Context: an optimization exercise on an open-source flow, tuned for small area and a short achievable clock period. The choices shown serve that exercise and are no tape-out recipe. Where RTL was checked, it was by simulation tests only, not by an equivalence proof against the original. Function not checked in run 1: the RTL went through the layout flow alone. Power is estimated from default activity; no workload was simulated.

==> flow/design.v <==
`timescale 1ns/1ps
package audioPkg;
  localparam int addrWidth = 8;
  localparam int memDepth = 256;
  localparam int dataWidth = 8;
  localparam int spiAddrBits = 16;    
  localparam int writeFlagBit = 15;
  localparam int dacMsb = 12;         
  localparam logic [addrWidth-1:0] sampleLoAddr = 8'd254;
  localparam logic [addrWidth-1:0] sampleHiAddr = 8'd255;
  localparam int fetchInterval = 256;
  typedef enum logic {
    opRead  = 1'b0,
    opWrite = 1'b1
  } memOp_t;
  typedef struct packed {
    memOp_t                 op;
    logic [addrWidth-1:0]   addr;
    logic [dataWidth-1:0]   wdata;
  } memReq_t;
  typedef logic [dacMsb:0] dacWord_t;
endpackage
`timescale 1ns/1ps
module spiMemBridge (
  input  logic       clk,
  input  logic       Reset,
  input  logic       sck,
  input  logic       mosi,
  input  logic       ssel,
  output logic       miso,
  output logic       reqOp,       
  output logic [7:0] reqAddr,
  output logic [7:0] reqWdata,
  output logic       req,
  input  logic       ack,
  input  logic [7:0] memQ         
);
  logic [2:0] sckSync;
  logic [1:0] sselSync;
  logic [1:0] mosiSync;
  logic sckRise;
  logic sckFall;
  logic sselActive;
  logic mosiBit;
  logic step;
  logic [4:0] count;
  logic [4:0] countNext;
  logic writeFlag;
  logic [7:0] addrShift;    
  logic [7:0] addrNext;
  logic [7:0] addrIncr;
  logic [7:0] dataIn;
  logic [7:0] byteNext;
  logic [7:0] readData;
  logic [7:0] shiftOut;
  logic issueRead;
  logic issueWrite;
  always_ff @(posedge clk or posedge Reset) begin
    if (Reset) begin
      sckSync <= '0;
      sselSync <= '1;
      mosiSync <= '0;
    end else begin
      sckSync <= {sckSync[1:0], sck};
      sselSync <= {sselSync[0], ssel};
      mosiSync <= {mosiSync[0], mosi};
    end
  end
  assign sckRise = (sckSync[2:1] == 2'b01);
  assign sckFall = (sckSync[2:1] == 2'b10);
  assign sselActive = ~sselSync[1];
  assign mosiBit = mosiSync[1];
  assign step = sselActive & sckRise;
  assign countNext = (count == 5'd23) ? 5'd16 : count + 5'd1;
  assign addrNext = {addrShift[6:0], mosiBit};
  assign addrIncr = addrShift + 8'd1;
  assign byteNext = {dataIn[6:0], mosiBit};
  assign issueRead = step & (((count == 5'd15) & ~writeFlag) |
                             ((count == 5'd23) & ~writeFlag));
  assign issueWrite = step & (count == 5'd23) & writeFlag;
  always_ff @(posedge clk or posedge Reset) begin
    if (Reset) begin
      count <= '0;
      writeFlag <= 1'b0;
      req <= 1'b0;
      shiftOut <= '0;
    end else begin
      if (issueRead | issueWrite) begin
        req <= 1'b1;
      end else if (ack) begin
        req <= 1'b0;
      end
      if (!sselActive) begin
        count <= '0;
        writeFlag <= 1'b0;
        shiftOut <= '0;
      end else begin
        if (sckRise) begin
          count <= countNext;
          if (count == 5'd0) writeFlag <= mosiBit;
        end
        if (sckFall) begin
          shiftOut <= (count == 5'd16) ? readData : {shiftOut[6:0], 1'b0};
        end
      end
    end
  end
  always_ff @(posedge clk) begin
    if (step) begin
      if (!count[4]) begin
        addrShift <= addrNext;
      end else begin
        dataIn <= byteNext;
        if (count == 5'd23) addrShift <= addrIncr;
      end
    end
    if (issueRead | issueWrite) begin
      reqOp <= issueWrite;
      if (count == 5'd15) begin
        reqAddr <= addrNext;
      end else if (issueWrite) begin
        reqAddr <= addrShift;
      end else begin
        reqAddr <= addrIncr;
      end
      reqWdata <= byteNext;
    end
    if (ack && !reqOp) readData <= memQ;
  end
  assign miso = shiftOut[7];
endmodule
`timescale 1ns/1ps
module sharedMemory (
  input  logic       clk,
  input  logic       Reset,
  input  logic       hostOp,
  input  logic [7:0] hostAddr,
  input  logic [7:0] hostWdata,
  input  logic       hostReq,
  output logic       hostAck,
  input  logic       fetchReq,
  output logic       fetchAck,
  output logic [7:0] hostQ,
  output logic [7:0] loQ,
  output logic [7:0] hiQ
);
  typedef enum logic [1:0] {
    arbIdle,
    arbServe,
    arbRelease
  } arbState_t;
  arbState_t state;
  logic grantFetch;
  logic lastFetch;
  logic activeReq;
  logic doWrite;
  logic [255:0][7:0] mem;
  assign activeReq = grantFetch ? fetchReq : hostReq;
  always_ff @(posedge clk or posedge Reset) begin
    if (Reset) begin
      state <= arbIdle;
      grantFetch <= 1'b0;
      lastFetch <= 1'b1;
      hostAck <= 1'b0;
      fetchAck <= 1'b0;
    end else begin
      case (state)
        arbIdle: begin
          if (hostReq | fetchReq) begin
            if (hostReq & fetchReq) begin
              grantFetch <= ~lastFetch;
              lastFetch <= ~lastFetch;
            end else begin
              grantFetch <= fetchReq;
              lastFetch <= fetchReq;
            end
            state <= arbServe;
          end
        end
        arbServe: begin
          hostAck <= ~grantFetch;
          fetchAck <= grantFetch;
          state <= arbRelease;
        end
        arbRelease: begin
          if (!activeReq) begin
            hostAck <= 1'b0;
            fetchAck <= 1'b0;
            state <= arbIdle;
          end
        end
        default: state <= arbIdle;
      endcase
    end
  end
  assign doWrite = (state == arbServe) & ~grantFetch & hostOp;
  for (genvar i = 0; i < 256; i++) begin : gWord
    always_ff @(posedge clk) begin
      if (doWrite && hostAddr == 8'(i)) mem[i] <= hostWdata;
    end
  end
  assign hostQ = mem[hostAddr];
  assign loQ = mem[254];
  assign hiQ = mem[255];
endmodule
`timescale 1ns/1ps
module sampleFetch (
  input  logic               clk,
  input  logic               Reset,
  output logic               fetchHi,    
  output logic               req,
  input  logic               ack,
  input  logic [7:0]         loQ,        
  input  logic [4:0]         hiQ,        
  output audioPkg::dacWord_t sample
);
  typedef enum logic [1:0] {
    fetchWait,
    fetchLo,
    fetchHiS
  } fetchState_t;
  fetchState_t state;
  logic [7:0] intervalCount;
  logic [7:0] loByte;
  assign fetchHi = (state == fetchHiS);
  always_ff @(posedge clk or posedge Reset) begin
    if (Reset) begin
      state <= fetchWait;
      intervalCount <= '0;
      req <= 1'b0;
      sample <= 13'h1000;    
    end else begin
      case (state)
        fetchWait: begin
          intervalCount <= intervalCount + 1'b1;
          if (intervalCount == 8'hff) begin
            req <= 1'b1;
            state <= fetchLo;
          end
        end
        fetchLo: begin
          if (req & ack) begin
            req <= 1'b0;
          end else if (!req & !ack) begin
            req <= 1'b1;
            state <= fetchHiS;
          end
        end
        fetchHiS: begin
          if (req & ack) begin
            req <= 1'b0;
            sample <= {hiQ, loByte};
            state <= fetchWait;
          end
        end
        default: state <= fetchWait;
      endcase
    end
  end
  always_ff @(posedge clk) begin
    if (state == fetchLo && req && ack) loByte <= loQ;
  end
endmodule
`timescale 1ns/1ps
module sigmaDeltaDac (
  input  logic               clk,
  input  logic               Reset,
  input  audioPkg::dacWord_t sample,
  output logic               audio
);
  logic [12:0] acc;
  logic        carry;
  always_ff @(posedge clk or posedge Reset) begin
    if (Reset) begin
      acc <= '0;
      carry <= 1'b0;
      audio <= 1'b0;
    end else begin
      {carry, acc} <= {1'b0, acc} + {1'b0, sample};
      audio <= carry;
    end
  end
endmodule
`timescale 1ns/1ps
module audioTop (
  input  logic clk,
  input  logic Reset,
  input  logic sck,
  input  logic mosi,
  input  logic ssel,
  output logic miso,
  output logic audio
);
  logic       hostOp;
  logic [7:0] hostAddr;
  logic [7:0] hostWdata;
  logic       hostReq;
  logic       hostAck;
  logic       fetchReq;
  logic       fetchAck;
  logic       fetchHi;
  logic [7:0] hostQ;
  logic [7:0] loQ;
  logic [7:0] hiQ;
  audioPkg::dacWord_t sample;
  spiMemBridge spiMemBridge_inst (
    .clk(clk), .Reset(Reset),
    .sck(sck), .mosi(mosi), .ssel(ssel), .miso(miso),
    .reqOp(hostOp), .reqAddr(hostAddr), .reqWdata(hostWdata),
    .req(hostReq), .ack(hostAck), .memQ(hostQ)
  );
  sampleFetch sampleFetch_inst (
    .clk(clk), .Reset(Reset),
    .fetchHi(fetchHi), .req(fetchReq), .ack(fetchAck),
    .loQ(loQ), .hiQ(hiQ[4:0]), .sample(sample)
  );
  sharedMemory sharedMemory_inst (
    .clk(clk), .Reset(Reset),
    .hostOp(hostOp), .hostAddr(hostAddr), .hostWdata(hostWdata),
    .hostReq(hostReq), .hostAck(hostAck),
    .fetchReq(fetchReq), .fetchAck(fetchAck),
    .hostQ(hostQ), .loQ(loQ), .hiQ(hiQ)
  );
  sigmaDeltaDac sigmaDeltaDac_inst (
    .clk(clk), .Reset(Reset), .sample(sample), .audio(audio)
  );
endmodule
==> flow/run.sh <==
#!/bin/bash
# synth_recipe.tcl (not shown) runs the flow's synth.tcl, then flattens the netlist and writes it again
# the make line also repeats each setting of config.mk as NAME=value (left out here)
make -C /OpenROAD-flow-scripts/flow DESIGN_CONFIG=/design/flow/config.mk WORK_HOME=/design/flow/orfs CLKGATE_MAP_FILE= SYNTH_SCRIPT=/design/flow/synth_recipe.tcl finish
==> flow/config.mk <==
export PLATFORM = sky130hd
export DESIGN_NAME = audioTop
export DESIGN_NICKNAME = audioTop
export VERILOG_FILES = /design/flow/design.v
export SDC_FILE = /design/flow/constraint.sdc
export NUM_CORES = 4
export LEC_CHECK = 0
export CAP_MARGIN = 70
export CORE_MARGIN = 2
export CORE_UTILIZATION = 40
export SLEW_MARGIN = 40
==> flow/constraint.sdc <==
create_clock -name core_clock -period 10.0 [get_ports {clk}]
set_input_delay 2.0000 -clock core_clock [delete_from_list [all_inputs] [get_ports {clk}]]
set_output_delay 2.0000 -clock core_clock [all_outputs]
set_load 0.01 [all_outputs]
==> impl_metrics.toml, run 1 <==
[job]
cap_violations = 0

[status]
status = "timing/DRC/antenna clean"

[floorplan]
fp.dieW_um = 460
fp-row-count = 167
initial_utilization_pct = 40.2
fp.dieH_um = 460
core_um2 = 207000
ios = 7
die-area_um2 = 211000

[grt]
grt_use_total_pct = 19.2
grt_antenna_before_repair = 3
grt-ovfl-total = 0
grt_pass1_wl_um = 298000
grt_max_degree = 161
grt_pass1_vias = 42500

[power_and_ir_drop]
power_leakage_uw = 0.0318
power_density_nw_per_um2 = 181
peakVddDrop_uv = 208

[timing]
slew_violations = 0
hold_viol_final = 0
period_share_pct = 48.0
clock_skew_ns = 0.0390
worst_pin_slew_ns = 0.874
fin_crit_ns = 4.80
fin_setup_tns_ns = 0
fmax_mhz = 208
slew_headroom_pct = 41.7
grt_setup_unrepaired = "no"
setup_viol_count_final = 0

[route]
totalWireLength_um = 204000
vias = 41900
first_pass_iters = 6
drt_iter0_markers = 4898
wl_per_cell_um = 27.7
ant_nets = 0
drc_errors = 0
viasPerCell = 5.69

[cells_and_area]
layout_commonest_cell = "edfxtp_1"
final_util_pct = 47.2
fin_nets = 4504
syn2layout_area_growth_pct = 17.4
drive_above_1_share_pct = 31.7
final_cell_mix = "edfxtp_1, mux4_2, nor2_1"

[clocking]
cts_sinks = 2163
clk_latency_ns = 0.86
cts_resized = 0
clk_pin_slew_ns = 0.06
cts-buffers-inserted = 215
cts_root_buffer = "clkbuf_16"
cts_tree = "done"
postCtsSetupBuffers = 0
cts-htree-levels = 4
hold_buffers = 0
clockBufferDepth = 3

[synthesis]
syn_avg_cell_area_um2 = 21.4
async_flop_share_pct = 3.10
syn_area_um2 = 83100
synthFlopType = "edfxtp_1"
yosys_warnings = 4
synth_edf_count = 2096
synth_cell_types = 46
netlist_instances = 3877
synth_nets = 3901
ys_seq_area_share_pct = 77.7
ys_ff_latch = 2163

[setup_path]
slowest_stage = "mux4_2"
critPathKind = "reg -> reg"
crit_chain = "buf_4 -> buf_12 -> buf_12 -> buf_16 -> buf_6 -> buf_16 -> mux4_2 -> a22o_1 -> a221oi_1 -> o22ai_1 -> o21ai_0 -> o211ai_1"
cp.arrival_ns = 5.37
startpoint_type = "flop"
critPathCaptureType = "flop"
crit_required_ns = 10.57
cp_slowest_stage_delay_ns = 0.52
cp_max_fo = 54

[placement]
dp_hpwl_um = 133000
gp_congestion = 0.797
io_buffer_count = 6

[worst_hold_path]
hp-class = "reg -> reg"
## stage by stage
stage / total power (µW) / cell area (µm²) / hold slack, ns / cells / setup WS, ns
after floorplan: 10000 / 83100 / 0.331 / 3877 / 5.95
after global placement: 10000 / 86100 / 0.343 / 6421 / 4.72
after detailed placement: 10000 / 90400 / 0.338 / 6906 / 5.16
after CTS: 17800 / 97200 / 0.357 / 7300 / 5.16
after global routing: 18100 / 97600 / 0.359 / 7362 / 4.89
final: 17700 / 97600 / 0.354 / 7363 / 5.20
## layer usage
metal  wire (µm)  GRT usage, %  share of wire [%]  vias to the layer above
met3       14500          3.28                7.1                      308
met4        5170          5.43                2.5                        0
met5           0             0                  0                        -
met2       99100          30.9                 49                     1594
met1       84900          27.1                 42                    22500
li1            -             -                  -                    17500
## state kept, by name (all words and copies together), names as in the netlist, 2 cells and up
name                            cells
sharedMemory_inst.mem            2048
sampleFetch_inst.sample            13
sigmaDeltaDac_inst.acc             13
sampleFetch_inst.intervalCount      8
sampleFetch_inst.loByte             8
spiMemBridge_inst.addrShift         8
spiMemBridge_inst.readData          8
spiMemBridge_inst.reqAddr           8
spiMemBridge_inst.reqWdata          8
spiMemBridge_inst.shiftOut          8
spiMemBridge_inst.dataIn            7
spiMemBridge_inst.count             5
spiMemBridge_inst.sckSync           3
sampleFetch_inst.state              2
sharedMemory_inst.state             2
spiMemBridge_inst.mosiSync          2
spiMemBridge_inst.sselSync          2
## cells in the mapped netlist, drive strengths merged (16+ instances only)
cell type | n | area share, %
edfxtp | 2096 | 76
mux4 | 512 | 14
nor2 | 303 | 1.4
clkbuf | 141 | 0.64
a22oi | 104 | 0.94
buf | 95 | 0.70
a221oi | 81 | 0.85
a22o | 81 | 0.85
a21oi | 78 | 0.47
dfrtp | 63 | 1.9
nand2 | 62 | 0.28
o21ai | 31 | 0.19
o22ai | 27 | 0.20
ha | 18 | 0.27
nor3 | 18 | 0.11
xnor2 | 18 | 0.19
o221ai | 16 | 0.17
## path summary, 6_finish.rpt
check | cells after the start | start | slack [ns] | to
setup / recovery | 12 | spiMemBridge_inst.reqAddr[0] | 5.20 | spiMemBridge_inst.readData[4]
hold / removal | 0 | sigmaDeltaDac_inst.carry | 0.35 | sigmaDeltaDac_inst.audio
setup reg to reg | 12 | spiMemBridge_inst.reqAddr[0] | 5.20 | spiMemBridge_inst.readData[4]
hold reg to reg | 0 | sigmaDeltaDac_inst.carry | 0.35 | sigmaDeltaDac_inst.audio
max in group asynchronous | 4 | Reset | 7.93 | sharedMemory_inst.lastFetch
min in group asynchronous | 3 | Reset | 1.51 | spiMemBridge_inst.mosiSync[0]
## where the power goes
| group | internal, µW | switching (µW) |
|---|---|---|
| Sequential | 9790 | 6.21 |
| Clock | 4450 | 3390 |
| Combinational | 10.4 | 17.1 |
## area by class of cell
cell class / count / area (µm²)
repair buffers: 622 / 5160
well taps: 2704 / 3380
inverters: 14 / 52.6
fillers: 16900 / 109000
multi-input cells: 1464 / 17500
clock buffers: 268 / 5670
clock inverters: 126 / 1150
diodes: 2 / 5.00
flip-flops and latches: 2163 / 64600
## critical path: cells and delay by family (launching register included)
kind,cells,cell delay [ns]
buffers and inverters,6,1.96
AOI/OAI and AO/OA,5,1.47
muxes,1,0.52
DFF,1,0.41
## cell families after synthesis
| group | after synthesis | synth area share [%] |
|---|---|---|
| adders and majority gates | 19 | 0.295 |
| and+or+nand+nor | 434 | 2.13 |
| buffers and inverters | 250 | 1.40 |
| DFF | 2163 | 77.7 |
| xor gates and xnor gates | 24 | 0.253 |
| muxes | 539 | 14.2 |
| AOI/OAI and AO/OA | 448 | 3.96 |
==> inputs of run 2 (changes only) <==
--- a/flow/design.v
+++ b/flow/design.v
@@ -157,2 +157,3 @@
   logic [255:0][7:0] mem;
+  logic [3:0][7:0] part;
   assign activeReq = grantFetch ? fetchReq : hostReq;
@@ -201,3 +202,6 @@
   end
-  assign hostQ = mem[hostAddr];
+  always_ff @(posedge clk) begin
+    for (int g = 0; g < 4; g++) part[g] <= mem[{2'(g), hostAddr[5:0]}];
+  end
+  assign hostQ = part[hostAddr[7:6]];
   assign loQ = mem[254];
==> flow/flow/run.sh (new file) <==
#!/bin/bash
set -euo pipefail
ARGS=("BUFFER_PORTS_ARGS=-buffer_cell sky130_fd_sc_hd__buf_4" SETUP_SLACK_MARGIN=7.6)
bash standard.sh "${ARGS[@]}" place > make_place.log 2>&1
PLATFORM_DIR=$FLOW_HOME/platforms/sky130hd MV_DB=orfs/results/sky130hd/audioTop/base/3_place.odb \
  openroad -no_init -exit flow/move_out_ffs.tcl > move_out_ffs.log 2>&1
bash standard.sh "${ARGS[@]}" finish > make_finish.log 2>&1
==> flow/flow/move_out_ffs.tcl (new file) <==
# Move each flip-flop that drives an output-port buffer next to that buffer,
# then legalize. Reads and writes the placed database given in MV_DB.
read_lef $::env(PLATFORM_DIR)/lef/sky130_fd_sc_hd.tlef
read_lef $::env(PLATFORM_DIR)/lef/sky130_fd_sc_hd_merged.lef
read_db $::env(MV_DB)
set block [ord::get_db_block]
foreach bt [$block getBTerms] {
  if {[$bt getIoType] ne "OUTPUT"} { continue }
  set net [$bt getNet]
  set buf ""
  foreach it [$net getITerms] { if {[$it isOutputSignal]} { set buf [$it getInst] } }
  if {$buf eq ""} { continue }
  set ff ""
  foreach it [$buf getITerms] {
    if {![$it isInputSignal]} { continue }
    set n [$it getNet]
    if {$n eq "NULL"} { continue }
    foreach it2 [$n getITerms] {
      if {[$it2 isOutputSignal] && [string match "*df*" [[$it2 getInst] getMaster] ] } {}
      if {[$it2 isOutputSignal]} { set ff [$it2 getInst] }
    }
  }
  if {$ff eq ""} { continue }
  set m [[$ff getMaster] getName]
  if {![string match "*__df*" $m]} { puts "MV skip [$bt getName]: driver $m"; continue }
  set loc [$buf getLocation]
  set bx [lindex $loc 0]; set by [lindex $loc 1]
  set old [$ff getLocation]
  $ff setLocation $bx $by
  $ff setPlacementStatus PLACED
  puts "MV [$bt getName]: moved [$ff getName] ($m) from $old to near [$buf getName] at $loc"
}
detailed_placement
check_placement
write_db $::env(MV_DB)
==> flow/standard.sh (new file) <==
#!/bin/bash
# synth_recipe.tcl (not shown) runs the flow's synth.tcl, then flattens the netlist and writes it again
# the make line also repeats each setting of config.mk as NAME=value (left out here)
make -C /OpenROAD-flow-scripts/flow DESIGN_CONFIG=/design/flow/config.mk WORK_HOME=/design/flow/orfs CLKGATE_MAP_FILE= SYNTH_SCRIPT=/design/flow/synth_recipe.tcl "${@:-finish}"
--- a/flow/config.mk
+++ b/flow/config.mk
@@ -7,5 +7,7 @@
 export LEC_CHECK = 0
-export CAP_MARGIN = 70
+export CAP_MARGIN = 20
 export CORE_MARGIN = 2
 export CORE_UTILIZATION = 40
-export SLEW_MARGIN = 40
+export CTS_CLUSTER_DIAMETER = 100
+export CTS_CLUSTER_SIZE = 24
+export SLEW_MARGIN = 20
removed: flow/run.sh
==> run 2 against run 1 <==
- final cell count fell by 2.7%
- clock power fell by 39%
- worst setup slack improved by 1.5 ns
- critical endpoint is now miso
- highest routed layer is now met5
==> impl_metrics.toml, run 2 <==
[cells_and_area]
syn2layout_area_growth_pct = 20.0
antenna_cells = 0
layout_commonest_cell = "edfxtp_1"
largest_register_ffs = 2048
fill_cells = 16600
layout.cells.non_filler = 7161
final_cell_mix = "edfxtp_1, mux4_2, nor2_4"
drive_above_1_share_pct = 37.5
design_area_um2 = 101000
largestRegisters = "sharedMemory_inst.mem (2048), sharedMemory_inst.part (32)"
fin_nets = 4301
multi_input_area_um2 = 21000
final_util_pct = 48.1
top_register = "sharedMemory_inst.mem"
seqCellArea_um2 = 65300

[placement]
dp_hpwl_um = 111000
dp_cells = 6563
io_buffer_count = 6
gp_congestion = 0.766
placed_area_um2 = 87200

[synthesis]
async_flop_share_pct = 3.05
yosys-top-cells-area = "edfxtp_1, mux4_2, dfrtp_1"
synthTopCellsByCount = "edfxtp_1, mux4_2, nor2_1"
netlist_instances = 3921
ys_seq_area_share_pct = 77.8
yosys_warnings = 4
synthFlopType = "edfxtp_1"
synth_nets = 3945
syn_avg_cell_area_um2 = 21.4
ys_ff_latch = 2195
synth_edf_count = 2096
synth_area_leader_cell = "edfxtp_1"
yosysMostFrequentCell = "edfxtp_1"
syn_area_um2 = 83800
synth_cell_types = 58
synth_top_area_share_pct = 75.1

[power_and_ir_drop]
p_comb_share_pct = 0.2
power_density_nw_per_um2 = 147
peakVddDrop_uv = 119
p_seq_share_pct = 67.2
switching_share_pct = 19.3
power_leakage_uw = 0.0308
p_int_uw = 11900
p_switching_uw = 2840
p_clk_share_pct = 32.7

[timing]
clock_skew_ns = 0.0414
fin_setup_tns_ns = 0
fmax_mhz = 300
setup_viol_count_final = 0
hold_viol_final = 0
grt_setup_unrepaired = "yes"
slew_violations = 0
fin_crit_ns = 3.33
slew_headroom_pct = 16.9
worst_pin_slew_ns = 1.25
period_share_pct = 33.3

[grt]
grt_pass1_wl_um = 316000
grt_antenna_before_repair = 6
grt_max_degree = 209
grt_pass1_vias = 41400
grt-ovfl-total = 0
grt_use_total_pct = 20.7

[route]
first_pass_iters = 5
vias = 42700
ant_nets = 0
drc_errors = 0
viasPerCell = 5.97
drt_iter0_markers = 5809
totalWireLength_um = 229000
wl_per_cell_um = 32.0

[floorplan]
initial_utilization_pct = 40.1
fp-row-count = 168
core_um2 = 209000
fp.dieH_um = 462
ios = 7
die-area_um2 = 213000
fp.dieW_um = 462

[status]
status = "timing/DRC/antenna clean"

[setup_path]
slowest_stage = "dfrtp_1"
cpLargestDelayFamily = "flip-flops"
critPathCaptureType = "output pin"
crit_chain = "buf_6"
cp_slowest_stage_delay_ns = 0.41
critPathKind = "reg -> out"
cp_max_fo = 2
crit_required_ns = 8.00
cp.arrival_ns = 1.33
startpoint_type = "flop"
path_buf_inv = 1

[clocking]
hold_buffers = 0
clockBufferDepth = 3
cts-htree-levels = 3
cts_sinks = 2195
clk_pin_slew_ns = 0.10
cts_tree = "done"
cts_root_buffer = "clkbuf_16"
clk_latency_ns = 0.77
cts-buffers-inserted = 102

[job]
cap_violations = 0

[worst_hold_path]
hp-class = "reg -> reg"
run 2: kinds of logic after synthesis:
logic type / share of synthesized area, %
and+or+nand+nor: 2.22
DFF: 77.8
adders and majority gates: 0.292
xor gates and xnor gates: 0.198
muxes: 14.3
AOI/OAI and AO/OA: 3.82
buffers and inverters: 1.30
run 2: final timing paths:
path / to / slack, ns / startpoint / depth (start not counted)
setup / recovery: miso / 6.67 / spiMemBridge_inst.shiftOut[7] / 1
hold / removal: spiMemBridge_inst.sckSync[1] / 0.36 / spiMemBridge_inst.sckSync[0] / 0
setup reg to reg: sharedMemory_inst.part[13] / 7.27 / spiMemBridge_inst.reqAddr[0] / 12
hold reg to reg: spiMemBridge_inst.sckSync[1] / 0.36 / spiMemBridge_inst.sckSync[0] / 0
max in group asynchronous: sharedMemory_inst.grantFetch / 7.82 / Reset / 3
min in group asynchronous: sampleFetch_inst.intervalCount[6] / 1.53 / Reset / 3
run 2: final cells by class:
type                            count  share of cell area (%)
Sequential cell                  2195                    64.9
Multi-Input combinational cell   1475                    20.9
Timing Repair Buffer              489                    7.73
Tap cell                         2805                    3.49
Clock buffer                      176                    2.88
Clock inverter                      7                  0.0883
Inverter                           14                  0.0560
run 2: through the flow:
stage / setup slack, ns / power [µW] / hold slack [ns]
2_1_floorplan: 5.95 / 10100 / 0.331
5_1_grt: 6.62 / 15100 / 0.365
3_5_place_dp: 5.27 / 10100 / 0.338
4_1_cts: 6.63 / 14800 / 0.360
6_report: 6.67 / 14700 / 0.355
3_3_place_gp: 5.24 / 10100 / 0.336
run 2: power by group through the flow:
stage                     registers (µW)  clock network, µW  logic, µW
after floorplan                    10100                  0       18.1
after global placement             10100                  0       22.9
after detailed placement           10100                  0       23.5
after CTS                           9910               4880       23.9
after global routing                9910               5170       27.3
final                               9910               4820       23.7
run 2: repair_timing:
item	in CTS	in global routing
cloned	55	21
pin swaps	157	133
resized for setup	758	249
setup endpoints to repair	2493	2085
setup buffers	194	144
run 2: metal layers:
metal | wire [µm] | global-route usage [%] | vias up
met5 | 18 | 0 | -
met4 | 6190 | 5.40 | 4
met3 | 19000 | 2.92 | 292
met2 | 109000 | 32.9 | 2039
met1 | 94500 | 30.3 | 23200
li1 | - | - | 17100

-- separate check: timing with driven ports --
How much do the figures lean on ideal ports? The routed layouts below were timed once more, with nothing changed but the port constraints. Step 1, drivers: a clkbuf_16 drives clk and a buf_2 each remaining input, both assumed. Step 2, shift: input delay + t, output delay - t, t = (earliest + latest rising clock arrival at the registers) / 2. This alone moves slack from input paths to output paths. Slacks: no drivers / after step 1 / after step 2; pairs: no drivers / after step 1.
| run | shift t [ns] | setup WS [ns] | worst hold slack (ns) | worst setup path after step 2 | worst data-port slew with drivers (ns) |
|---|---|---|---|---|---|
| run 1 | 0.926 | 5.202 / 5.202 / 5.202 | 0.354 / 0.354 / 0.354 | register to register | 0.03 |
| run 2 | 0.823 | 6.670 / 6.594 / 7.053 | 0.355 / 0.355 / 0.355 | input, reset recovery | 0.08 |
After both steps setup and hold are still met in every run listed. Setup slack includes reset recovery checks.
